This is an optimization exercise on Yosys and OpenROAD, whose aim is small area, not a production implementation.
Only simulation tests tie the RTL to the original design; equivalence was not proved.
No activity file was given, so power comes from the tool's default toggle rates.

==> design/flow/config.mk <==
export PLATFORM = sky130hd
export DESIGN_NAME = conv_top
export DESIGN_NICKNAME = conv_top
export VERILOG_FILES = /design/flow/design.v
export SDC_FILE = /design/flow/constraint.sdc
export NUM_CORES = 4
export LEC_CHECK = 0
export CAP_MARGIN = 20
export CORE_MARGIN = 2
export CORE_UTILIZATION = 40
export CTS_BUF_LIST = sky130_fd_sc_hd__clkbuf_4
export CTS_CLUSTER_DIAMETER = 40
export CTS_CLUSTER_SIZE = 12
export SLEW_MARGIN = 20
==> design/flow/constraint.sdc <==
create_clock -name core_clock -period 9.0 [get_ports {clk}]
set_input_delay 1.8000 -clock core_clock [delete_from_list [all_inputs] [get_ports {clk}]]
set_output_delay 1.8000 -clock core_clock [all_outputs]
set_load 0.01 [all_outputs]
==> design/flow/design.v <==
module conv_top (
    input  logic        clk,
    input  logic        reset,
    input  logic [7:0]  in_data,
    input  logic [3:0]  in_user,
    input  logic        in_valid,
    output logic        in_ready,
    output logic [20:0] out_data,
    output logic        out_valid,
    input  logic        out_ready
);
    localparam logic [2:0] S_IDLE  = 3'd0;
    localparam logic [2:0] S_LOADW = 3'd1;
    localparam logic [2:0] S_BIAS  = 3'd2;
    localparam logic [2:0] S_PIX   = 3'd3;
    localparam logic [2:0] S_SCAN  = 3'd4;
    logic [7:0]  pr [0:26];
    logic [7:0]  wr [0:15];
    logic [4:0]  age;       
    logic [3:0]  wslot;     
    logic [2:0]  st;
    logic        done;      
    logic [1:0]  km1;       
    logic [2:0]  row, col;
    logic [7:0]  bias;
    logic [19:0] acc;
    logic        ov;
    logic [5:0]  sc;        
    logic        take, a27, a1, needwin, start, scanning, ins_p, ins_w;
    logic        ring_match, in_match, wbit, m, neg, binj, shift, last_pix;
    logic [7:0]  p_op, w_op;
    logic [2:0]  pass;
    logic [19:0] addend;
    assign a27      = (age == 5'd27);
    assign a1       = (age == 5'd1);
    assign needwin  = (row >= {1'b0, km1}) && (col >= {1'b0, km1});
    assign last_pix = (row == 3'd7) && (col == 3'd7);
    assign pass     = sc[5:3];
    always_comb begin
        case (st)
            S_LOADW: in_ready = (wslot == {row[1:0], col[1:0]});
            S_BIAS:  in_ready = 1'b1;
            S_PIX:   in_ready = a27 && (!needwin || done);
            default: in_ready = 1'b0;
        endcase
    end
    assign take  = in_valid && in_ready;
    assign ins_p = take && (st == S_PIX);
    assign ins_w = take && (st == S_LOADW);
    assign start    = (st == S_PIX) && in_valid && needwin && !done && !ov && a27 && (acc == 20'd0);
    assign scanning = start || (st == S_SCAN);
    assign ring_match = (wslot[2:0] == {age[3], age[1:0]}) && !age[2] &&
                        (age[4:3] <= km1) && (age[1:0] <= km1);
    assign in_match   = (wslot[2:0] == 3'd0) && a1;
    assign w_op       = (wslot[3] == age[4]) ? wr[15] : wr[7];
    assign wbit       = w_op[3'd7 - pass];
    assign m          = scanning && (ring_match || in_match) && wbit;
    assign neg        = (pass == 3'd0);
    assign binj       = scanning && (pass == 3'd7) && (wslot[2:0] == 3'd0) && (age == 5'd26);
    assign shift      = scanning ? (a27 && (sc[2:0] == 3'd0) && (pass != 3'd0)) : !(ov || done);
    assign p_op   = in_match ? in_data : pr[26];
    assign addend = m ? 20'($signed(p_op ^ {8{neg}})) : (binj ? 20'($signed(bias)) : 20'd0);
    always_ff @(posedge clk) begin
        pr[0] <= ins_p ? in_data : pr[26];
        for (int i = 1; i < 27; i++) pr[i] <= pr[i-1];
        wr[0] <= ins_w ? in_data : wr[15];
        for (int i = 1; i < 16; i++) wr[i] <= wr[i-1];
    end
    always_ff @(posedge clk) begin
        acc <= (shift ? {acc[18:0], 1'b0} : acc) + addend + {19'd0, m && neg};
    end
    always_ff @(posedge clk) begin
        if (take && st == S_BIAS) bias <= in_data;
    end
    always_ff @(posedge clk) begin
        if (reset) begin
            st    <= S_IDLE;
            age   <= 5'd27;
            wslot <= 4'd0;
            sc    <= 6'd0;
            done  <= 1'b0;
            ov    <= 1'b0;
        end else begin
            age   <= (a1 || ins_p) ? 5'd27 : age - 5'd1;
            wslot <= wslot + 4'd1;
            if (ov && out_ready) ov <= 1'b0;
            if (scanning && a1) sc <= sc + 6'd1;
            case (st)
                S_IDLE: if (in_valid) begin
                    km1 <= in_user[1:0] - 2'd1;
                    row <= {1'b0, in_user[1:0] - 2'd1};
                    col <= {1'b0, in_user[1:0] - 2'd1};
                    st  <= S_LOADW;
                end
                S_LOADW: if (take) begin
                    if (col[1:0] == 2'd0) begin
                        col <= {1'b0, km1};
                        if (row[1:0] == 2'd0) st <= S_BIAS;
                        else row <= row - 3'd1;
                    end else begin
                        col <= col - 3'd1;
                    end
                end
                S_BIAS: if (take) begin
                    row  <= 3'd0;
                    col  <= 3'd0;
                    done <= 1'b0;
                    st   <= S_PIX;
                end
                S_PIX: begin
                    if (take) begin
                        done <= 1'b0;
                        if (done) ov <= 1'b1;
                        col  <= col + 3'd1;
                        if (col == 3'd7) row <= row + 3'd1;
                        if (last_pix) st <= S_IDLE;
                    end else if (start) begin
                        st <= S_SCAN;
                    end
                end
                S_SCAN: if (a1 && sc == 6'd63) begin
                    st   <= S_PIX;
                    done <= 1'b1;
                end
                default: st <= S_IDLE;
            endcase
        end
    end
    assign out_data  = {acc[19], acc};
    assign out_valid = ov;
endmodule
==> design/flow/flow/run.sh <==
#!/bin/bash
# The standard layout (standard.sh, the standard flow's own ORFS run), with two changes:
#  - port buffers use the smallest buffer cell instead of the flow's default pick
#  - clock tree synthesis does not add dummy loads
# Every tool's full output goes to a log file in the work folder.
set -euo pipefail
export BUFFER_PORTS_ARGS="-inputs -outputs -buffer_cell sky130_fd_sc_hd__buf_1"
export CTS_ARGS="-sink_clustering_enable -repair_clock_nets -dont_use_dummy_load -buf_list sky130_fd_sc_hd__clkbuf_8 -sink_clustering_size 20 -sink_clustering_max_diameter 50"
bash standard.sh finish > flow.log 2>&1
==> design/flow/standard.sh <==
#!/bin/bash
# synth_recipe.tcl (not shown) runs the flow's synth.tcl, then flattens the netlist and writes it again
# the make line also repeats each setting of config.mk as NAME=value (left out here)
make -C /OpenROAD-flow-scripts/flow DESIGN_CONFIG=/design/flow/config.mk WORK_HOME=/design/flow/orfs CLKGATE_MAP_FILE= SYNTH_SCRIPT=/design/flow/synth_recipe.tcl "${@:-finish}"
==> results of run 1 <==
worst max-delay path: cells and delay by family:
kind	cells	cell delay, ns
fa+ha+maj	1	0.29
xor+xnor	1	0.15
compound gates	6	1.67
simple gates	5	1.33
buf+inv	2	0.51
mux	2	0.55
cells by family after synthesis:
logic type | count (synthesis)
multiplexers | 52
buffers and inverters | 37
AO/OA/AOI/OAI | 83
adder cells (fa/ha/maj) | 41
XOR/XNOR | 45
flip-flops | 400
AND/OR/NAND/NOR | 140
per-stage QoR:
step	utilization [%]	area, sq um
2_1_floorplan	-	11200
3_3_place_gp	42.4	11700
3_5_place_dp	42.4	11700
4_1_cts	43.9	12100
5_1_grt	43.9	12100
6_report	43.9	12100
cells in the mapped netlist, drive strengths merged, types with 2 or more instances:
cell type and count:
and3 3, inv 22, buf 8, nor3b 2, a21boi 3, or2 2
nand2 30, or4 2, nor4 8, ha 38, a21o 14, nor2b 11
mux2i 14, nor2 38, o21a 4, nor4bb 2, and2 2, mux2 35
nand2b 5, clkbuf 7, a21oi 21, xnor2 22, nand3b 2, dfxtp 384
o31ai 2, nand4b 4, xor2 23, a31oi 2, a211oi 8, edfxtp 16
nand3 8, mux4 3, nor3 12, nor4b 2, fa 3, nand4 3
o21ai 21, or3 4
metal layers:
layer  GRT usage, %  part of all wire [%]  up-vias
met4           3.83                   2.3        0
met1           16.6                    50     2514
met3           2.53                   4.7       35
li1               -                     -     2781
met2           17.9                    43       68
met5              0                     0        -
where the power goes:
| part | switching [mW] | total (mW) | leakage, nW | internal [mW] |
|---|---|---|---|---|
| Clock | 0.492 | 0.797 | 0.223 | 0.306 |
| Combinational | 0.0726 | 0.126 | 1.50 | 0.0535 |
| Sequential | 0.0420 | 1.90 | 3.24 | 1.85 |
worst paths after layout:
path | to | depth (start not counted)
worst min register to register | pr[14][0]$_DFF_P_ | 0
worst min-delay path | pr[14][0]$_DFF_P_ | 0
worst max-delay path | acc[19]$_DFF_P_ | 17
worst max register to register | acc[19]$_DFF_P_ | 16
layout by cell type, fill, tap and decap left out, drive strengths merged, types with 3 or more instances in the layout:
cell / Yosys / routed
a211oi: 8 / 8
a21boi: 3 / 3
a21o: 14 / 14
a21oi: 21 / 21
and3: 3 / 3
buf: 8 / 39
clkbuf: 7 / 31
dfxtp: 384 / 384
edfxtp: 16 / 16
fa: 3 / 3
ha: 38 / 38
inv: 22 / 22
mux2: 35 / 35
mux2i: 14 / 14
mux4: 3 / 3
nand2: 30 / 30
nand2b: 5 / 5
nand3: 8 / 8
nand4: 3 / 3
nand4b: 4 / 4
nor2: 38 / 38
nor2b: 11 / 11
nor3: 12 / 12
nor4: 8 / 8
o21a: 4 / 4
o21ai: 21 / 21
or3: 4 / 4
xnor2: 22 / 22
xor2: 23 / 23
sequential cells by signal (all words and copies together) (netlist names):
register	count
st	3
sc	6
ov	1
row	3
pr	216
km1	2
bias	8
acc	20
wr	128
col	3
age	5
wslot	4
done	1
cell type report:
class	count	area [sq um]	share of cell area, %
sequential	400	8170	67.3
multi-input combinational	361	2830	23.3
tap	378	473	3.90
clock buffer	31	427	3.52
timing repair buffer	39	158	1.30
inverter	22	82.6	0.681
==> run summary, run 1 <==
- Setup violations, final: 0
- I/O pin count: 39
- ANT cells: 0
- Post-cts sizing count: 0
- Hold Startpoint: pr[13][0]$_DFF_P_
- Status: complete, no violations
- Worst-path clk slew: 0.10 ns
- TritonCTS clock tree: yes
- Hold_ws: 0.263 ns
- #FFs+latches synth: 400
- DP HPWL: 11200 microns
- Syn Area/Cell: 14.0 sq um
- Relative slew slack: 31.6%
- CP max FO: 20
- Initial core utilization: 40.5%
- First-pass GRT wire length: 27200 microns
- Reg2Reg Setup Slack: 3.83 ns
- Netlist cell types: 55
- DIE HEIGHT: 171 microns
- Slew Limit Fails: 0
- # port buffers: 36
- CTS buffer count: 31
- Synth top area cells: dfxtp_1 (69%), edfxtp_1 (4.3%), ha_1 (4.3%)
- Initial DRC count: 314
- Share of post-route cells with drive strength above 1: 9.73%
- 1st-pass router iterations: 4
- Die Span X: 171 microns
- Number of synthesized flops with an enable pin: 16
- Remaining DRCs: 0
- Synth Area in Simple Gates: 6.70%
- Worst slew pin tran: 1.03 ns
- Highest clock rate: 0.172 GHz
- Vias: 5398
- Placed instance count: 1200
- VDD IR max: 0.000149 V
- CTS Buffer Depth: 3
- Number of global-route vias before repair: 5241
- Fin. Hold Viols: 0
- Ys Warns: 3
- Critical path required time: 9.48 ns
- FFs w/ async S/R, synth: 0%
- Synth area leader: dfxtp_1
- Max-Cap Viols: 0
- Startpoint Class: input port
- ANT nets after route: 0
- Hold Buf Count CTS: 0
- HP Class: register to register
- Crit path from: in_valid
- Primary FF master, synth: dfxtp_1
- Compound-gate portion of the synthesized area: 4.79%
- Synth top area share: 68.7%
- Min Clock Period, post-route: 5.82 ns
- Total grt overflow: 0
- Sequential element share of the synthesized area: 73.0%
- Worst slack, placed: 2.61 ns
- Final wirelength: 16600 microns
- Initial antenna violation count: 0
- Syn nets: 855
- Clock Tree Root: clkbuf_8
- Critical Path Sink Type: register
- Largest net degree at the start of global routing: 22
- Die ar.: 0.0293 sq mm
- Tcrit/Tclk final: 64.7%
- Number of fill cells: 2563
- CP peak stage delay: 0.53 ns
- Largest family of logic cells by synthesized area: simple AND/OR/NAND/NOR gates
- Area of the core: 0.0276 sq mm
- Adder-cell share of the synthesized area: 4.79%
- Worst skew pair latency: 0.60 ns
- RSZ-0062 raised after global routing: false
- Setup TNS: 0 ns
- Mux contribution to synthesized area: 5.41%
- WL/cell: 13.5 microns
- Clk_skew: 0.0872 ns
- CTS H-tree lvls: 1
- WS Path Type: input port to register
- CTS sink cnt: 400
- Post-CTS setup buffers: 0
- Post-Syn Area: 0.0112 sq mm
- Layout Cells excl Fill: 1231
- CP arrival: 6.30 ns
- Slowest CP cell: o21ai_0
- Total GRT Usage: 11.7%
- GPL Wtd Cong: 0.801
- Lkg Pwr: 4.97 nW
- Via density: 4.39
- Post-Synth XOR/XNOR Area: 3.52%
- Area growth syn-to-layout: 8.46%
- Critical path cell sequence: buf_1 -> nand4b_1 -> or4_1 -> or3_1 -> o21a_4 -> mux2i_2 -> buf_4 -> mux2_2 -> ha_1 -> a211oi_1 -> nor2_1 -> o21ai_0 -> o31ai_1 -> o211ai_1 -> nand3b_1 -> a31oi_1 -> xor2_1
- Tot Pwr: 2.82 mW
- FF-to-FF Start: st[1]$_SDFFE_PP0P_
- Synth Instances: 798
- PD cells: 232 mW/mm^2
- Row Count: 61
- Final #Nets: 912
- Post-layout worst setup margin: 3.18 ns
==> inputs of run 2 (changes only) <==
--- a/design/flow/design.v
+++ b/design/flow/design.v
@@ -28,8 +28,11 @@
     logic [5:0]  sc;        
     logic        take, a27, a1, needwin, start, scanning, ins_p, ins_w;
-    logic        ring_match, in_match, wbit, m, neg, binj, shift, last_pix;
+    logic        sin, ring_match, in_match, wbit, m, neg, binj, shift, last_pix;
     logic [7:0]  p_op, w_op;
     logic [2:0]  pass;
-    logic [19:0] addend;
+    logic [19:0] addend, acc_s;
+    logic [8:0]  lo9;
+    logic [11:0] hi_next;
+    logic        a_inc, a_dec;
     assign a27      = (age == 5'd27);
     assign a1       = (age == 5'd1);
@@ -58,7 +61,13 @@
     assign neg        = (pass == 3'd0);
     assign binj       = scanning && (pass == 3'd7) && (wslot[2:0] == 3'd0) && (age == 5'd26);
-    assign shift      = scanning ? (a27 && (sc[2:0] == 3'd0) && (pass != 3'd0)) : !(ov || done);
+    assign shift      = scanning ? (a27 && (sc[2:0] == 3'd0)) : !(ov || done);
+    assign sin        = scanning && bias[3'd7 - pass];
     assign p_op   = in_match ? in_data : pr[26];
-    assign addend = m ? 20'($signed(p_op ^ {8{neg}})) : (binj ? 20'($signed(bias)) : 20'd0);
+    assign addend = m ? 20'($signed(p_op ^ {8{neg}})) : {binj && bias[7], 19'd0};
+    assign acc_s   = shift ? {acc[18:0], sin} : acc;
+    assign lo9     = {1'b0, acc_s[7:0]} + {1'b0, addend[7:0]} + {8'd0, m && neg};
+    assign a_dec   = addend[19] & ~lo9[8];
+    assign a_inc   = lo9[8] & ~addend[19];
+    assign hi_next = acc_s[19:8] + {{11{a_dec}}, a_inc | a_dec};
     always_ff @(posedge clk) begin
         pr[0] <= ins_p ? in_data : pr[26];
@@ -68,5 +77,5 @@
     end
     always_ff @(posedge clk) begin
-        acc <= (shift ? {acc[18:0], 1'b0} : acc) + addend + {19'd0, m && neg};
+        acc <= {hi_next, lo9[7:0]};
     end
     always_ff @(posedge clk) begin
--- a/design/flow/flow/run.sh
+++ b/design/flow/flow/run.sh
@@ -6,4 +6,4 @@
 set -euo pipefail
 export BUFFER_PORTS_ARGS="-inputs -outputs -buffer_cell sky130_fd_sc_hd__buf_1"
-export CTS_ARGS="-sink_clustering_enable -repair_clock_nets -dont_use_dummy_load -buf_list sky130_fd_sc_hd__clkbuf_8 -sink_clustering_size 20 -sink_clustering_max_diameter 50"
+export CTS_ARGS="-sink_clustering_enable -repair_clock_nets -dont_use_dummy_load -buf_list sky130_fd_sc_hd__clkbuf_2 -sink_clustering_size 6 -sink_clustering_max_diameter 25"
 bash standard.sh finish > flow.log 2>&1
==> run 2 against run 1 <==
Compared with the run above:
- still clean
- utilization increased by 0.71 points
- final area shrank 0.32%
- die area is 0.83% lower
- clock power about the same
- register-to-register slack worse by 2.1 ns
==> run summary, run 2 <==
- Status: complete, no violations
- WS Path Type: register to register
- Initial core utilization: 40.9%
- Synth top area share: 69.3%
- Post-Syn Area: 0.0111 sq mm
- Final #Nets: 955
- TritonCTS clock tree: yes
- Clock Tree Root: clkbuf_2
- DIE HEIGHT: 171 microns
- Total grt overflow: 0
- Fin. Hold Viols: 0
- Remaining DRCs: 0
- Slew Limit Fails: 0
- Primary FF master, synth: dfxtp_1
- DP HPWL: 11100 microns
- Sequential element share of the synthesized area: 73.6%
- RSZ-0062 raised after global routing: false
- Critical path required time: 9.63 ns
- Ys Warns: 3
- Commonest non-fill, non-tap cell in the layout: dfxtp_1
- CTS sink cnt: 400
- First-pass GRT wire length: 27900 microns
- Setup TNS: 0 ns
- Initial antenna violation count: 1
- Synth Instances: 782
- Initial DRC count: 308
- CP arrival: 7.88 ns
- Setup violations, final: 0
- Post-CTS setup buffers: 0
- Die Span X: 171 microns
- Area growth syn-to-layout: 9.04%
- Biggest regs: pr x216, wr x128, acc x20
- Worst-path clk slew: 0.10 ns
- Count leader, synth: dfxtp_1
- Area of the core: 0.0271 sq mm
- 1st-pass router iterations: 4
- VDD IR max: 0.000111 V
- Total GRT Usage: 12.4%
- Lkg Pwr: 5.05 nW
- Tcrit/Tclk final: 80.6%
- # port buffers: 36
- Syn Area/Cell: 14.2 sq um
- CTS H-tree lvls: 3
- Min Clock Period, post-route: 7.26 ns
- Number of synthesized flops with an enable pin: 16
- Relative slew slack: 45.2%
- Number of global-route vias before repair: 5873
- Startpoint Class: register
- FF-to-FF Start: row[0]$_DFFE_PP_
- Clk_skew: 0.157 ns
- Hold Buf Count CTS: 0
- Largest net degree at the start of global routing: 21
- Netlist cell types: 58
- Highest clock rate: 0.138 GHz
- FFs w/ async S/R, synth: 0%
- Commonest cells in the netlist: dfxtp_1 (384), ha_1 (39), nor2_1 (33), mux2_2 (31), inv_1 (27)
- Max reg flops: 216
- Top reg by flops: pr
- #FFs+latches synth: 400
- Row Count: 60
- Post-cts sizing count: 0
- CP max FO: 14
- Final wirelength: 17000 microns
- Worst slew pin tran: 0.820 ns
- Syn nets: 841
- Max-Cap Viols: 0
- Die ar.: 0.0291 sq mm
- WL/cell: 13.4 microns
- GPL Wtd Cong: 0.853
- Worst skew pair latency: 0.85 ns
- Via density: 4.47
- Vias: 5667
- HP Class: register to register
- PD cells: 227 mW/mm^2
- CTS Buffer Depth: 3
- I/O pin count: 39
- Commonest non-fill, non-tap cells in the layout: dfxtp_1 (384), clkbuf_2 (88), ha_1 (39)
- Synth area leader: dfxtp_1
- Final instance area: 0.0121 sq mm
- Crit path from: row[0]$_DFFE_PP_
- Cell Area, Placed: 0.0116 sq mm
- Share of post-route cells with drive strength above 1: 15.4%
- ANT nets after route: 0
- CTS buffer count: 88
- Synth top area cells: dfxtp_1 (69%), ha_1 (4.4%), edfxtp_1 (4.3%)
- Hold Startpoint: wr[9][4]$_DFF_P_
- Critical Path Sink Type: register
run 2: cell count changes after synthesis, moves of 5 or more:
cell,change
a211oi_1,-6
a21o_1,-7
nor2_1,-5
o21ai_0,-5
nand2_1,-5
buf_6,-5
inv_1,+5
run 2: path summary, 6_finish.rpt:
path / endpoint / slack [ns] / cells past startpoint
max reg2reg: acc[18]$_DFF_P_ / 1.74 / 26
min: wr[10][4]$_DFF_P_ / 0.21 / 0
min reg2reg: wr[10][4]$_DFF_P_ / 0.21 / 0
max: acc[18]$_DFF_P_ / 1.74 / 26
run 2: critical path, stage by stage, from the launching register on:
cell,delay (ns)
edfxtp_1,0.49
inv_1,0.08
ha_1,0.27
nand2b_1,0.14
a211oi_1,0.43
nor2_1,0.21
a31oi_1,0.60
a31oi_1,0.08
nand3_1,0.32
nor2_1,0.13
fa_1,0.47
fa_1,0.41
a21o_1,0.17
a21oi_1,0.21
nor2b_1,0.07
o21ai_0,0.16
nand2b_1,0.10
a21oi_1,0.17
o21ba_2,0.14
ha_1,0.55
ha_1,0.37
a21o_1,0.18
a21oi_1,0.23
o21ai_0,0.13
a21oi_1,0.24
o21ai_0,0.21
o311ai_0,0.44
run 2: cell families (layout without fill, tap and decap cells):
logic type               count (synthesis)  after routing  share of synthesized area [%]
other                                    0              2                              0
adder cells (fa/ha/maj)                 43             43                           5.12
buffers and inverters                   43            155                           1.58
AO/OA/AOI/OAI                           77             77                           4.47
AND/OR/NAND/NOR                        122            122                           5.76
XOR/XNOR                                44             44                           3.47
flip-flops                             400            400                           73.6
multiplexers                            53             53                           5.96
run 2: final cells by class:
cell class | count | area (sq um)
tap | 372 | 465
fill | 2527 | 15000
sequential | 400 | 8170
antenna | 2 | 5.00
multi-input combinational | 339 | 2750
inverter | 27 | 101
clock buffer | 88 | 440
timing repair buffer | 40 | 165
run 2: power by group:
group | switching [mW] | internal, mW | leakage, nW
combinational | 0.0610 | 0.0444 | 1.44
clock | 0.545 | 0.253 | 0.366
sequential | 0.0265 | 1.82 | 3.24
total | 0.632 | 2.11 | 5.05
run 2: stage by stage:
stage          hold WS, ns  power, mW  utilization, %  instances  setup slack (ns)
2_1_floorplan        0.310       1.96               -        782              1.94
3_3_place_gp         0.310       1.99            43.0       1178              1.31
3_5_place_dp         0.312       1.99            43.0       1178              1.27
4_1_cts              0.202       2.81            44.6       1266              1.77
5_1_grt              0.209       2.90            44.6       1267              1.13
6_report             0.213       2.75            44.6       1268              1.74
run 2: metal layers:
metal	wire, microns	share of wire (%)	global-route usage, %	vias up
met4	425	2.5	6.95	0
met3	764	4.5	3.91	38
li1	-	-	-	2873
met1	8230	48	15.4	2638
met2	7580	45	19.0	118
met5	0	0	0	-
==> inputs of run 3 (changes only) <==
--- a/design/flow/flow/run.sh
+++ b/design/flow/flow/run.sh
@@ -6,4 +6,4 @@
 set -euo pipefail
 export BUFFER_PORTS_ARGS="-inputs -outputs -buffer_cell sky130_fd_sc_hd__buf_1"
-export CTS_ARGS="-sink_clustering_enable -repair_clock_nets -dont_use_dummy_load -buf_list sky130_fd_sc_hd__clkbuf_2 -sink_clustering_size 6 -sink_clustering_max_diameter 25"
+export CTS_ARGS="-sink_clustering_enable -repair_clock_nets -dont_use_dummy_load -buf_list sky130_fd_sc_hd__clkbuf_4 -sink_clustering_size 12 -sink_clustering_max_diameter 40"
 bash standard.sh finish > flow.log 2>&1
==> run 3 against run 2 <==
Compared with the run above:
- synthesized cell count is the same
- wire length shrank 3.1%
- sequential share of layout area grew 0.58 points
- critical path type is now input port to register
- clock skew shrank 0.068 ns
- register-to-register slack gained 0.20 ns
- utilization shrank 0.38 points
- synthesized area is the same
- worst hold slack gained 0.059 ns
- via count shrank 4.0%
==> run summary, run 3 <==
- Crit path to: acc[19]$_DFF_P_
- Finished Core Util: 44.2%
- Critical path required time: 9.49 ns
- Hold Buf Count CTS: 0
- Final instance area: 0.0120 sq mm
- Number of global-route vias before repair: 5400
- Ys Warns: 3
- Die Span X: 171 microns
- WL/cell: 13.4 microns
- Remaining DRCs: 0
- Top reg by flops: pr
- Largest net degree at the start of global routing: 21
- Clk_skew: 0.0896 ns
- Cell Area, Placed: 0.0116 sq mm
- Primary FF master, synth: dfxtp_1
- RSZ-0062 raised after global routing: false
- Reg2Reg Setup Slack: 1.94 ns
- WS Path Type: input port to register
- Post-layout worst setup margin: 1.90 ns
- Row Count: 60
- Hold path depth: 0
- Biggest regs: pr x216, wr x128, acc x20
- CTS Buffer Depth: 3
- Status: complete, no violations
- Commonest cells in the netlist: dfxtp_1 (384), ha_1 (39), nor2_1 (33), mux2_2 (31), inv_1 (27)
- Vias: 5442
- Clock Tree Root: clkbuf_4
- Multi-input logic area: 0.00275 sq mm
- Worst slew pin tran: 0.779 ns
- DP HPWL: 11100 microns
- Area of the core: 0.0271 sq mm
- Max-Cap Viols: 0
- Met2 wire length: 7090 microns
- FFs w/ async S/R, synth: 0%
- Synth Instances: 782
- Total grt overflow: 0
- Commonest non-fill, non-tap cells in the layout: dfxtp_1 (384), clkbuf_4 (45), ha_1 (39)
- Worst Reg-to-Reg Cells: 27
- # port buffers: 36
- Storage element area: 0.00817 sq mm
- Startpoint Class: input port
- Worst slack, placed: 1.27 ns
- 1st-pass router iterations: 4
- WL met3: 749 microns
- GPL Wtd Cong: 0.853
- CTS sink cnt: 400
- Setup TNS: 0 ns
- Count leader, synth: dfxtp_1
- DIE HEIGHT: 171 microns
- FF-to-FF Start: row[0]$_DFFE_PP_
- Synth area leader: dfxtp_1
- Highest clock rate: 0.141 GHz
- Initial DRC count: 362
- I/O pin count: 39
- TritonCTS clock tree: yes
- Fin. Hold Viols: 0
- Slew Limit Fails: 0
- Worst skew pair latency: 0.64 ns
- Post-CTS setup buffers: 0
- Sequential element share of the synthesized area: 73.6%
- Synth top area cells: dfxtp_1 (69%), ha_1 (4.4%), edfxtp_1 (4.3%)
- Tcrit/Tclk final: 78.9%
- CTS H-tree lvls: 2
- Routed length on met1: 8190 microns
- Post-cts sizing count: 0
- CTS buffer count: 45
- Synth top area share: 69.3%
- Max reg flops: 216
- PD cells: 222 mW/mm^2
- Final #Nets: 912
- Total GRT Usage: 11.7%
- R2r endpoint: acc[19]$_DFF_P_
- Syn nets: 841
- Number of synthesized flops with an enable pin: 16
- Post-Syn Area: 0.0111 sq mm
- Via density: 4.44
- HP Class: register to register
- #FFs+latches synth: 400
- Number of fill cells: 2499
- CP arrival: 7.60 ns
- CP max FO: 14
- Worst-path clk slew: 0.11 ns
- Initial antenna violation count: 1
- VDD IR max: 0.000131 V
- Syn Area/Cell: 14.2 sq um
- Max layer used: met4
- Lkg Pwr: 4.89 nW
- Die ar.: 0.0291 sq mm
- Share of post-route cells with drive strength above 1: 11.2%
- Initial core utilization: 40.9%
- Setup violations, final: 0
- Min Clock Period, post-route: 7.10 ns
- Crit path from: in_valid
- Area growth syn-to-layout: 8.11%
- Final wirelength: 16500 microns
- Commonest non-fill, non-tap cell in the layout: dfxtp_1
- Critical Path Sink Type: register
- Netlist cell types: 58
- Relative slew slack: 47.6%
- ANT nets after route: 0
- First-pass GRT wire length: 26600 microns
run 3: changes by cell type in the layout (fill, tap and decap cells not counted), sizes merged:
cell,previous run,this run
clkbuf,88,45
run 3: logic make-up after synthesis:
group           synth area share [%]
flops                           73.6
simple gates                    5.76
compound gates                  4.47
mux                             5.96
xor+xnor                        3.47
buf+inv                         1.58
fa+ha+maj                       5.12
run 3: layout make-up:
type	count	area share [%]
flip-flops and latches	400	68.1
multi-input cells	339	22.9
well taps	372	3.88
clock buffers	45	2.82
repair buffers	40	1.38
inverters	27	0.845
diodes	2	0.0417
run 3: worst min-delay path by stage:
| stage | start | endpoint | slack [ns] |
|---|---|---|---|
| floorplan | pr[9][0]$_DFF_P_ | pr[10][0]$_DFF_P_ | 0.31 |
| global placement | wr[2][7]$_DFF_P_ | wr[3][7]$_DFF_P_ | 0.31 |
| detailed placement | pr[19][2]$_DFF_P_ | pr[20][2]$_DFF_P_ | 0.31 |
| CTS | pr[19][7]$_DFF_P_ | pr[20][7]$_DFF_P_ | 0.26 |
| global route | pr[19][7]$_DFF_P_ | pr[20][7]$_DFF_P_ | 0.26 |
| finish | pr[19][7]$_DFF_P_ | pr[20][7]$_DFF_P_ | 0.27 |
run 3: metrics by stage:
| step | total power [mW] | cells | hold slack (ns) |
|---|---|---|---|
| after global routing | 2.79 | 1224 | 0.264 |
| after global placement | 1.99 | 1178 | 0.310 |
| after detailed placement | 1.99 | 1178 | 0.312 |
| final | 2.67 | 1225 | 0.272 |
| after CTS | 2.71 | 1223 | 0.265 |
| after floorplan | 1.96 | 782 | 0.310 |
run 3: per-layer routing:
layer  GRT usage, %  vias to the layer above
met2           18.2                       97
met5              0                        -
met3           2.80                       38
li1               -                     2787
met1           15.6                     2520
met4           4.98                        0
run 3: power breakdown:
group / total, mW / internal, mW / switching (mW)
Sequential: 1.84 / 1.82 / 0.0268
Combinational: 0.105 / 0.0444 / 0.0610
Clock: 0.717 / 0.231 / 0.486
Total: 2.67 / 2.09 / 0.574
run 3: critical path, stage by stage:
cell and delay [ns]:
buf_1 0.16, nand2_1 0.12, or3_1 0.40, or4_4 0.44, mux2i_4 0.20, nor2_2 0.10, nand2_1 0.09, o31ai_1 0.09
fa_1 0.47, fa_1 0.41, a21o_1 0.17, a21oi_1 0.21, nor2b_1 0.07, o21ai_0 0.16, nand2b_1 0.10, a21oi_1 0.17
o21ba_2 0.14, ha_1 0.55, ha_1 0.34, a21o_1 0.15, a21o_1 0.20, a21oi_1 0.21, a21oi_1 0.12, a311o_1 0.40
a31oi_1 0.22, xnor2_1 0.09
==> inputs of run 4 (changes only) <==
==> design/flow/design.v (replaced) <==
module conv_top (
    input  logic        clk,
    input  logic        reset,
    input  logic [7:0]  in_data,
    input  logic [3:0]  in_user,
    input  logic        in_valid,
    output logic        in_ready,
    output logic [20:0] out_data,
    output logic        out_valid,
    input  logic        out_ready
);
    localparam logic [2:0] S_IDLE  = 3'd0;
    localparam logic [2:0] S_LOADW = 3'd1;
    localparam logic [2:0] S_BIAS  = 3'd2;
    localparam logic [2:0] S_PIX   = 3'd3;
    localparam logic [2:0] S_SCAN  = 3'd4;
    logic [7:0]  pr [0:26];
    logic [7:0]  wr [0:15];
    logic [4:0]  pos;       
    logic [3:0]  wslot;     
    logic [2:0]  st;
    logic        done;      
    logic [1:0]  kc;        
    logic [2:0]  row, col;
    logic [7:0]  bias;
    logic [19:0] acc;
    logic        ov;
    logic [5:0]  sc;        
    logic        take, a27, a1, needwin, start, scanning, ins_p, ins_w;
    logic        ring_match, in_match, wbit, m, neg, binj, shift, last_pix;
    logic [7:0]  p_op, w_op;
    logic [2:0]  pass;
    logic [7:0]  addend;
    logic [19:0] acc_s;
    logic [8:0]  lo9;
    logic [4:0]  hi_next;
    logic        a_inc, a_dec;
    assign a27      = (pos == 5'd0);
    assign a1       = (pos == 5'd26);
    assign needwin  = (row >= {1'b0, ~kc}) && (col >= {1'b0, ~kc});
    assign last_pix = (row == 3'd7) && (col == 3'd7);
    assign pass     = sc[5:3];
    always_comb begin
        case (st)
            S_LOADW: in_ready = (wslot == {row[1:0], col[1:0]});
            S_BIAS:  in_ready = 1'b1;
            S_PIX:   in_ready = a27 && (!needwin || done);
            default: in_ready = 1'b0;
        endcase
    end
    assign take  = in_valid && in_ready;
    assign ins_p = take && (st == S_PIX);
    assign ins_w = take && (st == S_LOADW);
    assign start    = (st == S_PIX) && in_valid && needwin && !done && !ov && a27 && (acc == 20'd0);
    assign scanning = start || (st == S_SCAN);
    assign ring_match = (wslot[2:0] == {pos[3], pos[1:0]}) && !pos[2] &&
                        (pos[4:3] >= kc) && (pos[1:0] >= kc);
    assign in_match   = (wslot[2:0] == 3'd7) && a1;
    assign w_op       = (wslot[3] == (pos[4] | in_match)) ? wr[15] : wr[7];
    assign wbit       = w_op[pass];
    assign m          = scanning && (ring_match || in_match) && wbit;
    assign neg        = (pass == 3'd7);
    assign binj       = scanning && (pass == 3'd0) && (wslot[2:0] == 3'd0) && (pos == 5'd1);
    assign shift      = scanning ? (a27 && (sc[2:0] == 3'd0) && (pass != 3'd0)) : !(ov || done);
    assign p_op   = in_match ? in_data : pr[26];
    assign addend = m ? (p_op ^ {8{neg}}) : (binj ? bias : 8'd0);
    assign acc_s   = shift ? {scanning && acc[19], acc[19:1]} : acc;
    assign lo9     = {1'b0, acc_s[14:7]} + {1'b0, addend} + {8'd0, m && neg};
    assign a_dec   = addend[7] & ~lo9[8];
    assign a_inc   = lo9[8] & ~addend[7];
    assign hi_next = acc_s[19:15] + {{4{a_dec}}, a_inc | a_dec};
    always_ff @(posedge clk) begin
        pr[0] <= ins_p ? in_data : pr[26];
        for (int i = 1; i < 27; i++) pr[i] <= pr[i-1];
        wr[0] <= ins_w ? in_data : wr[15];
        for (int i = 1; i < 16; i++) wr[i] <= wr[i-1];
    end
    always_ff @(posedge clk) begin
        acc <= {hi_next, lo9[7:0], acc_s[6:0]};
    end
    always_ff @(posedge clk) begin
        if (take && st == S_BIAS) bias <= in_data;
    end
    always_ff @(posedge clk) begin
        if (reset) begin
            st    <= S_IDLE;
            pos   <= 5'd0;
            wslot <= 4'd0;
            sc    <= 6'd0;
            done  <= 1'b0;
            ov    <= 1'b0;
        end else begin
            pos   <= (a1 || ins_p) ? 5'd0 : pos + 5'd1;
            wslot <= wslot + 4'd1;
            if (ov && out_ready) ov <= 1'b0;
            if (scanning && a1) sc <= sc + 6'd1;
            case (st)
                S_IDLE: if (in_valid) begin
                    kc  <= 2'd0 - in_user[1:0];
                    row <= {1'b0, 2'd0 - in_user[1:0]};
                    col <= {1'b0, 2'd0 - in_user[1:0]};
                    st  <= S_LOADW;
                end
                S_LOADW: if (take) begin
                    if (col[1:0] == 2'd3) begin
                        col <= {1'b0, kc};
                        row <= row + 3'd1;
                        if (row[1:0] == 2'd3) begin
                            row <= 3'd0;
                            col <= 3'd0;
                            st  <= S_BIAS;
                        end
                    end else begin
                        col <= col + 3'd1;
                    end
                end
                S_BIAS: if (take) begin
                    done <= 1'b0;
                    st   <= S_PIX;
                end
                S_PIX: begin
                    if (take) begin
                        done <= 1'b0;
                        if (done) ov <= 1'b1;
                        col  <= col + 3'd1;
                        if (col == 3'd7) row <= row + 3'd1;
                        if (last_pix) st <= S_IDLE;
                    end else if (start) begin
                        st <= S_SCAN;
                    end
                end
                S_SCAN: if (a1 && sc == 6'd63) begin
                    st   <= S_PIX;
                    done <= 1'b1;
                end
                default: st <= S_IDLE;
            endcase
        end
    end
    assign out_data  = {acc[19], acc};
    assign out_valid = ov;
endmodule
==> run 4 against run 3 <==
Compared with the run above:
- sequential power about the same
- synthesized cell count down 4.5%
- utilization down 0.47 points
- non-clock buffer count unchanged
- critical path depth down 2
- clock power down 1%
- wire length down 1.7%
- worst setup slack better by 0.33 ns
- global-route usage about the same
- still clean
- clock-buffer cell count down 1
- critical endpoint unchanged
- highest routed layer unchanged
==> run summary, run 4 <==
- Status: complete, no violations
- Area of the core: 0.0269 sq mm
- Synth area leader: dfxtp_1
- Post-cts sizing count: 0
- Synth top area share: 69.1%
- Initial antenna violation count: 0
- Storage element area: 0.00824 sq mm
- VDD IR max: 0.000103 V
- Sequential Power Share: 69.5%
- Total GRT Usage: 11.7%
- Die ar.: 0.0286 sq mm
- PD cells: 226 mW/mm^2
- Min Clock Period, post-route: 6.77 ns
- FF-to-FF Start: pos[4]$_SDFF_PP0_
- Syn nets: 801
- Max reg flops: 216
- Number of synthesized flops with an enable pin: 23
- Remaining DRCs: 0
- Adder-cell share of the synthesized area: 4.56%
- Tot Pwr: 2.66 mW
- Commonest non-fill, non-tap cell in the layout: dfxtp_1
- Clk_skew: 0.119 ns
- Initial DRC count: 293
- Vias: 5288
- Fin. Hold Viols: 0
- DP HPWL: 10800 microns
- Number of fill cells: 2467
- Tcrit/Tclk final: 75.3%
- Hold Startpoint: pr[25][2]$_DFF_P_
- Slew Limit Fails: 0
- Setup violations, final: 0
- Worst skew pair latency: 0.67 ns
- Area growth syn-to-layout: 7.77%
- WL/cell: 14.0 microns
- # port buffers: 36
- FFs w/ async S/R, synth: 0%
- GPL Wtd Cong: 0.822
- Synth Area in Simple Gates: 6.60%
- DIE HEIGHT: 169 microns
- CTS sink cnt: 400
- Relative slew slack: 35.5%
- Netlist cell types: 62
- Critical path required time: 9.46 ns
- 1st-pass router iterations: 4
- Max-Cap Viols: 0
- Biggest regs: pr x216, wr x128, acc x20
- Final #Nets: 872
- Syn Area/Cell: 14.6 sq um
- P_int: 2.09 mW
- Startpoint Class: input port
- Critical Path Sink Type: register
- RSZ-0062 raised after global routing: false
- Hold path endpoint: pr[26][2]$_DFF_P_
- CP arrival: 7.23 ns
- Worst slew pin tran: 0.963 ns
- Final wirelength: 16200 microns
- Post-CTS setup buffers: 0
- Compound-gate portion of the synthesized area: 4.60%
- Via density: 4.57
- Mux contribution to synthesized area: 4.74%
- Setup TNS: 0 ns
- Top reg by flops: pr
- First-pass GRT wire length: 26600 microns
- Total grt overflow: 0
- Primary FF master, synth: dfxtp_1
- Hold path depth: 0
- Ys Warns: 3
- Initial core utilization: 40.6%
- Comb pwr share: 3.9%
- Multi-input logic area: 0.00252 sq mm
- Reg2Reg Setup Slack: 2.53 ns
- #FFs+latches synth: 400
- WS Path Type: input port to register
- I/O pin count: 39
- R2r endpoint: acc[19]$_DFF_P_
- Worst Reg-to-Reg Cells: 22
- Post-Synth XOR/XNOR Area: 2.57%
- CP max FO: 20
- Commonest non-fill, non-tap cells in the layout: dfxtp_1 (377), clkbuf_4 (44), buf_1 (36)
- Sequential element share of the synthesized area: 75.5%
- Row Count: 60
- Hold_ws: 0.246 ns
- Hold Buf Count CTS: 0
- TritonCTS clock tree: yes
- ANT nets after route: 0
- Finished Core Util: 43.8%
- Count leader, synth: dfxtp_1
- CTS Buffer Depth: 3
- Lkg Pwr: 4.73 nW
- Largest net degree at the start of global routing: 21
- Largest family of logic cells by synthesized area: simple AND/OR/NAND/NOR gates
- Switch Pwr: 0.570 mW
- Synth top area cells: dfxtp_1 (69%), edfxtp_1 (6.3%), ha_1 (4.0%)
- HP Class: register to register
- Synth Instances: 747
- CTS H-tree lvls: 2
- Number of global-route vias before repair: 5141
- Switching Fraction: 21.4%
- CTS buffer count: 44
- Clock Tree Root: clkbuf_4
- Worst-path clk slew: 0.11 ns
- Share of post-route cells with drive strength above 1: 11.4%
- Clock power share: 26.6%
- ANT cells: 0
- Post-Syn Area: 0.0109 sq mm
- Highest clock rate: 0.148 GHz
- Commonest cells in the netlist: dfxtp_1 (377), ha_1 (35), nor2_1 (29), mux2_2 (28)
- Die Span X: 169 microns
run 4: worst max-delay path, stage by stage:
cell,delay [ns]
buf_1,0.16
and4b_1,0.27
nand4_2,0.11
or4_4,0.49
and2_4,0.26
o21ai_1,0.16
buf_4,0.27
mux2_2,0.38
fa_1,0.43
fa_1,0.41
a21o_1,0.17
a21oi_1,0.22
o21bai_1,0.09
a21oi_1,0.24
nor2_1,0.08
a211oi_1,0.29
ha_1,0.18
inv_1,0.04
ha_1,0.20
fa_1,0.44
nor2b_1,0.17
o221ai_1,0.18
nand2_1,0.09
xnor2_1,0.12
run 4: through the flow:
stage               instance area, sq um  std cells  setup WS, ns
finish                             11800       1157          2.23
global route                       11800       1157          1.91
CTS                                11800       1157          2.28
detailed placement                 11400       1113          1.65
global placement                   11400       1113          1.70
floorplan                          10900        747          2.55
run 4: per-layer routing:
metal	track usage, %	share of wire (%)
met1	16.1	49
met2	18.0	44
met3	2.82	4.3
met4	4.01	2.1
met5	0	0
run 4: kinds of logic after synthesis:
kind of cell,after synthesis
flops,400
simple gates,124
compound gates,73
mux,42
buf+inv,38
fa+ha+maj,38
xor+xnor,32
run 4: power by group through the flow:
stage	Clock [mW]	Combinational [mW]	Sequential, mW
2_1_floorplan	0	0.0836	1.88
4_1_cts	0.755	0.106	1.85
5_1_grt	0.833	0.120	1.86
3_5_place_dp	0	0.106	1.89
6_report	0.707	0.105	1.85
3_3_place_gp	0	0.105	1.89
run 4: how the worst max path moves through the flow:
stage	endpoint	cells after the start	from	slack, ns
final	acc[19]$_DFF_P_	24	in_valid	2.23
after global routing	acc[19]$_DFF_P_	24	in_valid	1.91
after global placement	acc[19]$_DFF_P_	24	in_valid	1.70
after detailed placement	acc[19]$_DFF_P_	24	in_valid	1.65
after floorplan	acc[19]$_DFF_P_	22	in_valid	2.55
after CTS	acc[19]$_DFF_P_	24	in_valid	2.28
run 4: area by class of cell:
class / instances / share of cell area, %
sequential: 400 / 70.0
multi-input combinational: 309 / 21.4
tap: 341 / 3.63
clock buffer: 44 / 2.81
timing repair buffer: 40 / 1.40
inverter: 23 / 0.734
==> inputs of run 5 (changes only) <==
--- a/design/flow/design.v
+++ b/design/flow/design.v
@@ -10,14 +10,13 @@
     input  logic        out_ready
 );
-    localparam logic [2:0] S_IDLE  = 3'd0;
-    localparam logic [2:0] S_LOADW = 3'd1;
-    localparam logic [2:0] S_BIAS  = 3'd2;
-    localparam logic [2:0] S_PIX   = 3'd3;
-    localparam logic [2:0] S_SCAN  = 3'd4;
+    localparam logic [1:0] S_IDLE  = 2'd0;
+    localparam logic [1:0] S_LOADW = 2'd1;    
+    localparam logic [1:0] S_PIX   = 2'd2;
+    localparam logic [1:0] S_SCAN  = 2'd3;
     logic [7:0]  pr [0:26];
     logic [7:0]  wr [0:15];
     logic [4:0]  pos;       
     logic [3:0]  wslot;     
-    logic [2:0]  st;
+    logic [1:0]  st;
     logic        done;      
     logic [1:0]  kc;        
@@ -43,6 +42,5 @@
     always_comb begin
         case (st)
-            S_LOADW: in_ready = (wslot == {row[1:0], col[1:0]});
-            S_BIAS:  in_ready = 1'b1;
+            S_LOADW: in_ready = row[2] || (wslot == {row[1:0], col[1:0]});
             S_PIX:   in_ready = a27 && (!needwin || done);
             default: in_ready = 1'b0;
@@ -51,5 +49,5 @@
     assign take  = in_valid && in_ready;
     assign ins_p = take && (st == S_PIX);
-    assign ins_w = take && (st == S_LOADW);
+    assign ins_w = take && (st == S_LOADW) && !row[2];
     assign start    = (st == S_PIX) && in_valid && needwin && !done && !ov && a27 && (acc == 20'd0);
     assign scanning = start || (st == S_SCAN);
@@ -80,5 +78,5 @@
     end
     always_ff @(posedge clk) begin
-        if (take && st == S_BIAS) bias <= in_data;
+        if (take && st == S_LOADW && row[2]) bias <= in_data;
     end
     always_ff @(posedge clk) begin
@@ -103,19 +101,14 @@
                 end
                 S_LOADW: if (take) begin
-                    if (col[1:0] == 2'd3) begin
-                        col <= {1'b0, kc};
+                    if (row[2]) begin
+                        row  <= 3'd0;
+                        done <= 1'b0;
+                        st   <= S_PIX;
+                    end else if (col[1:0] == 2'd3) begin
+                        col <= (row[1:0] == 2'd3) ? 3'd0 : {1'b0, kc};
                         row <= row + 3'd1;
-                        if (row[1:0] == 2'd3) begin
-                            row <= 3'd0;
-                            col <= 3'd0;
-                            st  <= S_BIAS;
-                        end
                     end else begin
                         col <= col + 3'd1;
                     end
-                end
-                S_BIAS: if (take) begin
-                    done <= 1'b0;
-                    st   <= S_PIX;
                 end
                 S_PIX: begin
==> run 5 against run 4 <==
Compared with the run above:
- still clean on timing, DRC and antenna
- die area decreased by 0.74%
- largest cell class unchanged
- highest routed layer is now met5
- critical endpoint unchanged
- clock skew decreased by 0.052 ns
- sequential power about the same
- combinational power increased by about 90%
==> run summary, run 5 <==
- Status: complete, no violations
- Setup violations, final: 0
- Total GRT Usage: 11.8%
- Worst slack, placed: 1.81 ns
- Startpoint Class: input port
- Clock Tree Root: clkbuf_4
- Worst-path clk slew: 0.12 ns
- CP top delay family: adder cells
- Primary FF master, synth: dfxtp_1
- First-pass GRT wire length: 26300 microns
- 1st-pass router iterations: 4
- WL/cell: 14.1 microns
- Commonest non-fill, non-tap cell in the layout: dfxtp_1
- GR Layer Usage met3: 3.04%
- Max-Cap Viols: 0
- Netlist cell types: 61
- Vias: 5235
- Slew Limit Fails: 0
- CP max FO: 20
- Via density: 4.48
- Area growth syn-to-layout: 7.82%
- Min Clock Period, post-route: 6.56 ns
- Reg2Reg Setup Slack: 2.99 ns
- P_int: 2.14 mW
- Post-CTS setup buffers: 0
- Relative slew slack: 57.6%
- Biggest regs: pr x216, wr x128, acc x20
- Final instance area: 0.0117 sq mm
- Sequential element share of the synthesized area: 75.9%
- Total grt overflow: 0
- FFs w/ async S/R, synth: 0%
- Slowest CP cell: fa_1
- # port buffers: 36
- VDD IR max: 0.000133 V
- TritonCTS clock tree: yes
- Global routing's busiest layer: met2
- Commonest non-fill, non-tap cells in the layout: dfxtp_1 (376), nand2_1 (48), clkbuf_4 (43)
- CTS sink cnt: 399
- Final wirelength: 16500 microns
- Tcrit/Tclk final: 72.8%
- Hold path depth: 0
- Largest family of logic cells by synthesized area: simple AND/OR/NAND/NOR gates
- Area of the core: 0.0268 sq mm
- Row Count: 60
- Synth Area in Simple Gates: 6.35%
- Setup TNS: 0 ns
- Comb pwr share: 7.2%
- Adder-cell share of the synthesized area: 4.94%
- Buf/Inv on CP: 4
- Levels on crit path: 25
- PD cells: 238 mW/mm^2
- CTS H-tree lvls: 2
- RSZ-0062 raised after global routing: false
- ANT nets after route: 0
- DIE HEIGHT: 169 microns
- Synth Instances: 759
- Final #Nets: 886
- Remaining DRCs: 0
- Mux contribution to synthesized area: 4.86%
- I/O pin count: 39
- Critical Path Sink Type: register
- Cell Area, Placed: 0.0114 sq mm
- Die ar.: 0.0284 sq mm
- Worst Reg-to-Reg Cells: 26
- CTS Buffer Depth: 3
- Syn Area/Cell: 14.3 sq um
- CTS buffer count: 43
- CP peak stage delay: 0.43 ns
- Hold Buf Count CTS: 0
- Commonest cells in the netlist: dfxtp_1 (376), nand2_1 (48), ha_1 (38), nor2_1 (29), inv_1 (28)
- Compound-gate portion of the synthesized area: 3.75%
- Sequential Power Share: 67.3%
- Number of fill cells: 2457
- Initial antenna violation count: 2
- Routing usage on met1: 16.1%
- Largest net degree at the start of global routing: 21
- Post-Synth XOR/XNOR Area: 2.59%
- #FFs+latches synth: 399
- Share of post-route cells with drive strength above 1: 9.31%
- Highest clock rate: 0.153 GHz
- Clk_skew: 0.0665 ns
- Number of synthesized flops with an enable pin: 23
- Lkg Pwr: 4.76 nW
- Clock power share: 25.5%
- Critical path required time: 9.47 ns
- Switching Fraction: 23.1%
- Count leader, synth: dfxtp_1
- Synth top area share: 69.5%
- Initial DRC count: 294
- GPL Wtd Cong: 0.783
- Initial core utilization: 40.4%
- Synth area leader: dfxtp_1
- Number of global-route vias before repair: 5189
- Synth top area cells: dfxtp_1 (69%), edfxtp_1 (6.4%), ha_1 (4.4%)
- Post-layout worst setup margin: 2.44 ns
- Global Route met2 Usage: 17.9%
- WS Path Type: input port to register
- Worst slew pin tran: 0.636 ns
- Top reg by flops: pr
- Post-cts sizing count: 0
- Post-Syn Area: 0.0108 sq mm
- Syn nets: 816
- Fin. Hold Viols: 0
- CP arrival: 7.03 ns
- Ys Warns: 3
- Worst skew pair latency: 0.64 ns
- DP HPWL: 11000 microns
- Finished Core Util: 43.6%
- Max reg flops: 216
- Switch Pwr: 0.640 mW
- Die Span X: 169 microns
- HP Class: register to register
run 5: cell types whose count changed in the layout (fill, tap and decap cells not counted), sizes merged, moves of 5 or more:
| cell | previous run | this run |
|---|---|---|
| inv | 23 | 28 |
| mux2i | 9 | 26 |
| a31o | 8 | 0 |
| mux4 | 5 | 0 |
| mux2 | 28 | 23 |
| nor4 | 10 | 5 |
| nor3 | 16 | 4 |
| nand2 | 13 | 48 |
| a31oi | 6 | 0 |
| nand3 | 11 | 6 |
run 5: final cells by class:
| type | count | area (sq um) | area share (%) |
|---|---|---|---|
| diodes | 1 | 2.50 | 0.0214 |
| clock buffers | 43 | 323 | 2.76 |
| inverters | 28 | 105 | 0.900 |
| multi-input cells | 317 | 2440 | 20.9 |
| flip-flops and latches | 399 | 8220 | 70.4 |
| well taps | 341 | 427 | 3.65 |
| repair buffers | 40 | 165 | 1.41 |
run 5: worst paths after layout:
path	start	to
max reg2reg	kc[0]$_DFFE_PP_	acc[19]$_DFF_P_
min	pr[10][5]$_DFF_P_	pr[11][5]$_DFF_P_
max	in_valid	acc[19]$_DFF_P_
min reg2reg	pr[10][5]$_DFF_P_	pr[11][5]$_DFF_P_
run 5: kinds of logic (layout without fill, tap and decap cells):
kind of cell | count (synthesis) | after routing
multiplexers | 49 | 49
other | 0 | 1
AO/OA/AOI/OAI | 60 | 60
buffers and inverters | 43 | 111
adder cells (fa/ha/maj) | 41 | 41
AND/OR/NAND/NOR | 135 | 135
flip-flops | 399 | 399
XOR/XNOR | 32 | 32
run 5: worst register-to-register path: cells and delay by family (launching register included):
family / cells / cell delay, ns
flops: 1 / 0.49
compound gates: 8 / 1.44
mux: 2 / 0.77
simple gates: 4 / 0.69
fa+ha+maj: 6 / 1.90
buf+inv: 4 / 0.30
xor+xnor: 2 / 0.26
run 5: per-layer routing:
layer | vias up | wire length (microns)
met1 | 2455 | 8300
met3 | 43 | 678
li1 | 2655 | -
met2 | 80 | 7070
met5 | - | 14
met4 | 2 | 406
run 5: power groups by stage:
| stage | Combinational, mW | Clock, mW | Sequential, mW |
|---|---|---|---|
| global placement | 0.194 | 0 | 1.91 |
| detailed placement | 0.198 | 0 | 1.91 |
| global route | 0.224 | 0.813 | 1.87 |
| CTS | 0.199 | 0.749 | 1.87 |
| floorplan | 0.141 | 0 | 1.90 |
| finish | 0.200 | 0.709 | 1.87 |
run 5: stage by stage:
stage,instances,power [mW],hold slack (ns)
6_report,1169,2.78,0.284
5_1_grt,1169,2.91,0.302
4_1_cts,1168,2.82,0.293
3_5_place_dp,1125,2.11,0.312
3_3_place_gp,1125,2.10,0.310
2_1_floorplan,759,2.04,0.310
==> inputs of run 6 (changes only) <==
--- a/design/flow/design.v
+++ b/design/flow/design.v
@@ -27,5 +27,5 @@
     logic [5:0]  sc;        
     logic        take, a27, a1, needwin, start, scanning, ins_p, ins_w;
-    logic        ring_match, in_match, wbit, m, neg, binj, shift, last_pix;
+    logic        ring_match, in_match, wbit, m, neg, shift, last_pix;
     logic [7:0]  p_op, w_op;
     logic [2:0]  pass;
@@ -37,5 +37,8 @@
     assign a27      = (pos == 5'd0);
     assign a1       = (pos == 5'd26);
-    assign needwin  = (row >= {1'b0, ~kc}) && (col >= {1'b0, ~kc});
+    function automatic logic ge2(input logic [1:0] x, input logic [1:0] y);
+        ge2 = (x[1] & ~y[1]) | (~(x[1] ^ y[1]) & (x[0] | ~y[0]));
+    endfunction
+    assign needwin  = (row[2] || ge2(row[1:0], ~kc)) && (col[2] || ge2(col[1:0], ~kc));
     assign last_pix = (row == 3'd7) && (col == 3'd7);
     assign pass     = sc[5:3];
@@ -50,8 +53,8 @@
     assign ins_p = take && (st == S_PIX);
     assign ins_w = take && (st == S_LOADW) && !row[2];
-    assign start    = (st == S_PIX) && in_valid && needwin && !done && !ov && a27 && (acc == 20'd0);
+    assign start    = (st == S_PIX) && in_valid && needwin && !done && !ov && a27;
     assign scanning = start || (st == S_SCAN);
     assign ring_match = (wslot[2:0] == {pos[3], pos[1:0]}) && !pos[2] &&
-                        (pos[4:3] >= kc) && (pos[1:0] >= kc);
+                        ge2(pos[4:3], kc) && ge2(pos[1:0], kc);
     assign in_match   = (wslot[2:0] == 3'd7) && a1;
     assign w_op       = (wslot[3] == (pos[4] | in_match)) ? wr[15] : wr[7];
@@ -59,10 +62,21 @@
     assign m          = scanning && (ring_match || in_match) && wbit;
     assign neg        = (pass == 3'd7);
-    assign binj       = scanning && (pass == 3'd0) && (wslot[2:0] == 3'd0) && (pos == 5'd1);
-    assign shift      = scanning ? (a27 && (sc[2:0] == 3'd0) && (pass != 3'd0)) : !(ov || done);
+    assign shift      = (st == S_SCAN) && a27 && (sc[2:0] == 3'd0) && (pass != 3'd0);
     assign p_op   = in_match ? in_data : pr[26];
-    assign addend = m ? (p_op ^ {8{neg}}) : (binj ? bias : 8'd0);
-    assign acc_s   = shift ? {scanning && acc[19], acc[19:1]} : acc;
-    assign lo9     = {1'b0, acc_s[14:7]} + {1'b0, addend} + {8'd0, m && neg};
+    assign addend = m ? (p_op ^ {8{neg}}) : 8'd0;
+    always_comb begin
+        if (start)      acc_s = {{5{bias[7]}}, bias, acc[6:0]};
+        else if (shift) acc_s = {acc[19], acc[19:1]};
+        else            acc_s = acc;
+    end
+    always_comb begin
+        logic c;
+        c = m && neg;
+        for (int i = 0; i < 8; i++) begin
+            lo9[i] = acc_s[7+i] ^ addend[i] ^ c;
+            c      = (acc_s[7+i] & addend[i]) | (c & (acc_s[7+i] ^ addend[i]));
+        end
+        lo9[8] = c;
+    end
     assign a_dec   = addend[7] & ~lo9[8];
     assign a_inc   = lo9[8] & ~addend[7];
==> run 6 against run 5 <==
Compared with the run above:
- die area is 3.0% lower
- total power is 0.12% higher
- final cell count shrank 4.9%
- largest cell class unchanged
- final area is 2.6% lower
- synthesized cell count down 7.4%
- sequential power about the same
- still clean on timing, DRC and antenna
==> run summary, run 6 <==
- WS Path Type: register to register
- Syn nets: 753
- Tot Pwr: 2.78 mW
- Ys Warns: 3
- Largest net degree at the start of global routing: 24
- Post-cts sizing count: 0
- Total GRT Usage: 11.2%
- CTS Buffer Depth: 3
- Adder-cell share of the synthesized area: 4.69%
- Hold Buf Count CTS: 0
- Worst slew pin tran: 0.890 ns
- FFs w/ async S/R, synth: 0%
- CTS H-tree lvls: 2
- CP top delay family: adder cells
- Routing usage on met1: 15.9%
- Commonest cells in the netlist: dfxtp_1 (376), nor2_1 (46), inv_1 (28), ha_1 (25)
- CP max FO: 10
- Hold_ws: 0.266 ns
- Setup violations, final: 0
- Cell Area, Placed: 0.0110 sq mm
- R2r endpoint: acc[19]$_DFF_P_
- Post-CTS setup buffers: 0
- Relative slew slack: 40.2%
- GR Layer Usage met3: 3.36%
- Global Route met2 Usage: 16.1%
- Max reg flops: 216
- Commonest non-fill, non-tap cells in the layout: dfxtp_1 (376), nor2_1 (46), clkbuf_4 (45)
- Post-Synth XOR/XNOR Area: 2.33%
- Status: complete, no violations
- Area growth syn-to-layout: 8.34%
- Clk_skew: 0.0868 ns
- CP peak stage delay: 0.61 ns
- HP Class: register to register
- Buf/Inv on CP: 4
- Syn Area/Cell: 14.9 sq um
- Reg2Reg Setup Slack: 2.02 ns
- Count leader, synth: dfxtp_1
- #FFs+latches synth: 399
- Post-Syn Area: 0.0105 sq mm
- CTS sink cnt: 399
- Primary FF master, synth: dfxtp_1
- Hold path depth: 0
- Total grt overflow: 0
- Post-layout worst setup margin: 2.02 ns
- Hold Startpoint: pr[22][6]$_DFF_P_
- Commonest non-fill, non-tap cell in the layout: dfxtp_1
- # port buffers: 36
- Final instance area: 0.0114 sq mm
- Critical path cell sequence: xor2_1 -> mux4_2 -> o311ai_2 -> nor2_1 -> fa_1 -> fa_1 -> fa_1 -> fa_1 -> fa_1 -> fa_1 -> fa_1 -> inv_1 -> fa_1 -> ha_1 -> inv_1 -> ha_1 -> inv_1 -> fa_1 -> inv_1 -> a21o_1 -> a21oi_1 -> xnor2_1 -> xnor2_1
- Netlist cell types: 57
- DIE HEIGHT: 166 microns
- Synth Instances: 703
- CP arrival: 7.47 ns
- Global routing's busiest layer: met2
- Share of post-route cells with drive strength above 1: 9.92%
- Area of the core: 0.0259 sq mm
- Slowest CP cell: mux4_2
- Compound-gate portion of the synthesized area: 3.75%
- Startpoint Class: register
- Row Count: 59
- Hold path endpoint: pr[23][6]$_DFF_P_
- FF-to-FF Start: pos[4]$_SDFF_PP0_
- Remaining DRCs: 0
- Setup TNS: 0 ns
- Number of global-route vias before repair: 4897
- Worst Reg-to-Reg Cells: 23
- ANT nets after route: 0
- Highest clock rate: 0.143 GHz
- Top reg by flops: pr
- Largest family of logic cells by synthesized area: multiplexers
- Lkg Pwr: 4.47 nW
- RSZ-0062 raised after global routing: false
- Initial antenna violation count: 1
- Critical path required time: 9.49 ns
- Tcrit/Tclk final: 77.5%
- Mux contribution to synthesized area: 4.76%
- 1st-pass router iterations: 4
- Slew Limit Fails: 0
- Vias: 4848
- WL/cell: 13.5 microns
- TritonCTS clock tree: yes
- Worst skew pair latency: 0.65 ns
- Clock Tree Root: clkbuf_4
- Final #Nets: 828
- Via density: 4.36
- Final wirelength: 15000 microns
- Initial DRC count: 203
- Crit path top cell by count: fa_1
- Worst slack, placed: 1.41 ns
- Die Span X: 166 microns
- Sequential element share of the synthesized area: 78.2%
- Biggest regs: pr x216, wr x128, acc x20
- First-pass GRT wire length: 25000 microns
- Critical Path Sink Type: register
- Synth top area cells: dfxtp_1 (72%), edfxtp_1 (6.6%), ha_1 (3.0%)
- CTS buffer count: 45
- Number of synthesized flops with an enable pin: 23
- I/O pin count: 39
- Worst-path clk slew: 0.11 ns
- VDD IR max: 0.000131 V
- Min Clock Period, post-route: 6.98 ns
- GPL Wtd Cong: 0.776
- Fin. Hold Viols: 0
- Synth Area in Simple Gates: 4.71%
- Die ar.: 0.0276 sq mm
- DP HPWL: 9710 microns
- PD cells: 244 mW/mm^2
- Synth top area share: 71.7%
- Synth area leader: dfxtp_1
- Initial core utilization: 40.5%
- Max-Cap Viols: 0
-- run 6: cell count changes after synthesis, moves of 4 or more --
| cell | before | now |
|---|---|---|
| mux2_2 | 21 | 16 |
| mux4_2 | 0 | 4 |
| fa_1 | 3 | 9 |
| nand2_1 | 48 | 13 |
| ha_1 | 38 | 25 |
| xor2_1 | 9 | 5 |
| nor4_1 | 5 | 1 |
| nor2b_1 | 8 | 2 |
| nor3_1 | 4 | 8 |
| nor2_1 | 29 | 46 |
| nand4_1 | 4 | 0 |
-- run 6: worst max path at each step --
stage / startpoint / to / slack, ns / cells past startpoint
final: pos[4]$_SDFF_PP0_ / acc[19]$_DFF_P_ / 2.02 / 23
after global routing: pos[4]$_SDFF_PP0_ / acc[19]$_DFF_P_ / 1.54 / 23
after CTS: pos[4]$_SDFF_PP0_ / acc[19]$_DFF_P_ / 1.91 / 23
after detailed placement: in_valid / acc[19]$_DFF_P_ / 1.41 / 25
after global placement: in_valid / acc[19]$_DFF_P_ / 1.44 / 25
after floorplan: in_valid / acc[19]$_DFF_P_ / 2.00 / 24
-- run 6: through the flow --
stage               std cells  util [%]
finish                   1112      43.9
global route             1112      43.9
global placement         1066      42.6
detailed placement       1066      42.6
CTS                      1111      43.9
floorplan                 703         -
-- run 6: kinds of logic after synthesis --
family	Yosys count
and+or+nand+nor	100
adders and majority gates	34
muxes	43
buffers and inverters	40
xor gates and xnor gates	28
AOI/OAI and AO/OA	59
DFF	399
-- run 6: worst reg2reg max path, cell delays in order (launching register included) --
cell,delay [ns]
dfxtp_1,0.45
xor2_1,0.59
mux4_2,0.61
o311ai_2,0.61
nor2_1,0.15
fa_1,0.44
fa_1,0.39
fa_1,0.39
fa_1,0.42
fa_1,0.40
fa_1,0.39
fa_1,0.37
inv_1,0.08
fa_1,0.16
ha_1,0.23
inv_1,0.06
ha_1,0.15
inv_1,0.05
fa_1,0.40
inv_1,0.07
a21o_1,0.11
a21oi_1,0.07
xnor2_1,0.13
xnor2_1,0.13
-- run 6: report_power, final --
group          total [mW]  internal, mW  leakage, nW  switching (mW)
Clock               0.722         0.231        0.207           0.491
Sequential           1.86          1.83         3.24          0.0325
Combinational       0.200        0.0805         1.02           0.120
-- run 6: area by class of cell --
class | instances | area [sq um]
Fill cell | 2347 | 14500
Sequential cell | 399 | 8220
Timing Repair Buffer | 40 | 165
Clock buffer | 45 | 338
Antenna cell | 1 | 2.50
Tap cell | 335 | 419
Inverter | 28 | 105
Multi-Input combinational cell | 264 | 2130
-- run 6: per-layer routing --
metal  vias to the layer above  part of all wire [%]
li1                       2472                     -
met3                        43                   5.4
met5                         -                     0
met1                      2237                    51
met4                         0                   2.7
met2                        96                    41

port drivers added, routing unchanged:
Ports are ideal in the flow. The routed layouts listed here were re-timed in OpenROAD. Step 1, drivers: a clkbuf_16 drives clk and a buf_2 each remaining input, both assumed. Step 2 times the ports against the registers' clock, not the clock port: input delays grow and output delays shrink by t, the midpoint of the rising clock arrivals with the driver on. Slacks: ideal ports / drivers / drivers and shift; pairs: ideal ports / drivers.
run	t, ns	setup WS [ns]	worst register clock-pin slew, ns
run 1	0.602	3.181 / 3.192 / 2.591	0.11 / 0.11
run 2	0.820	1.745 / 1.745 / 1.141	0.11 / 0.11
run 3	0.647	1.900 / 1.910 / 1.262	0.12 / 0.12
run 4	0.648	2.226 / 2.235 / 1.587	0.12 / 0.12
run 5	0.651	2.445 / 2.461 / 1.810	0.12 / 0.12
run 6	0.650	2.024 / 2.024 / 1.393	0.12 / 0.12
After both steps every run listed still meets setup and hold. The setup slack of run 4, which loses most, moves by +0.009 ns with the drivers and by -0.639 ns with both steps.
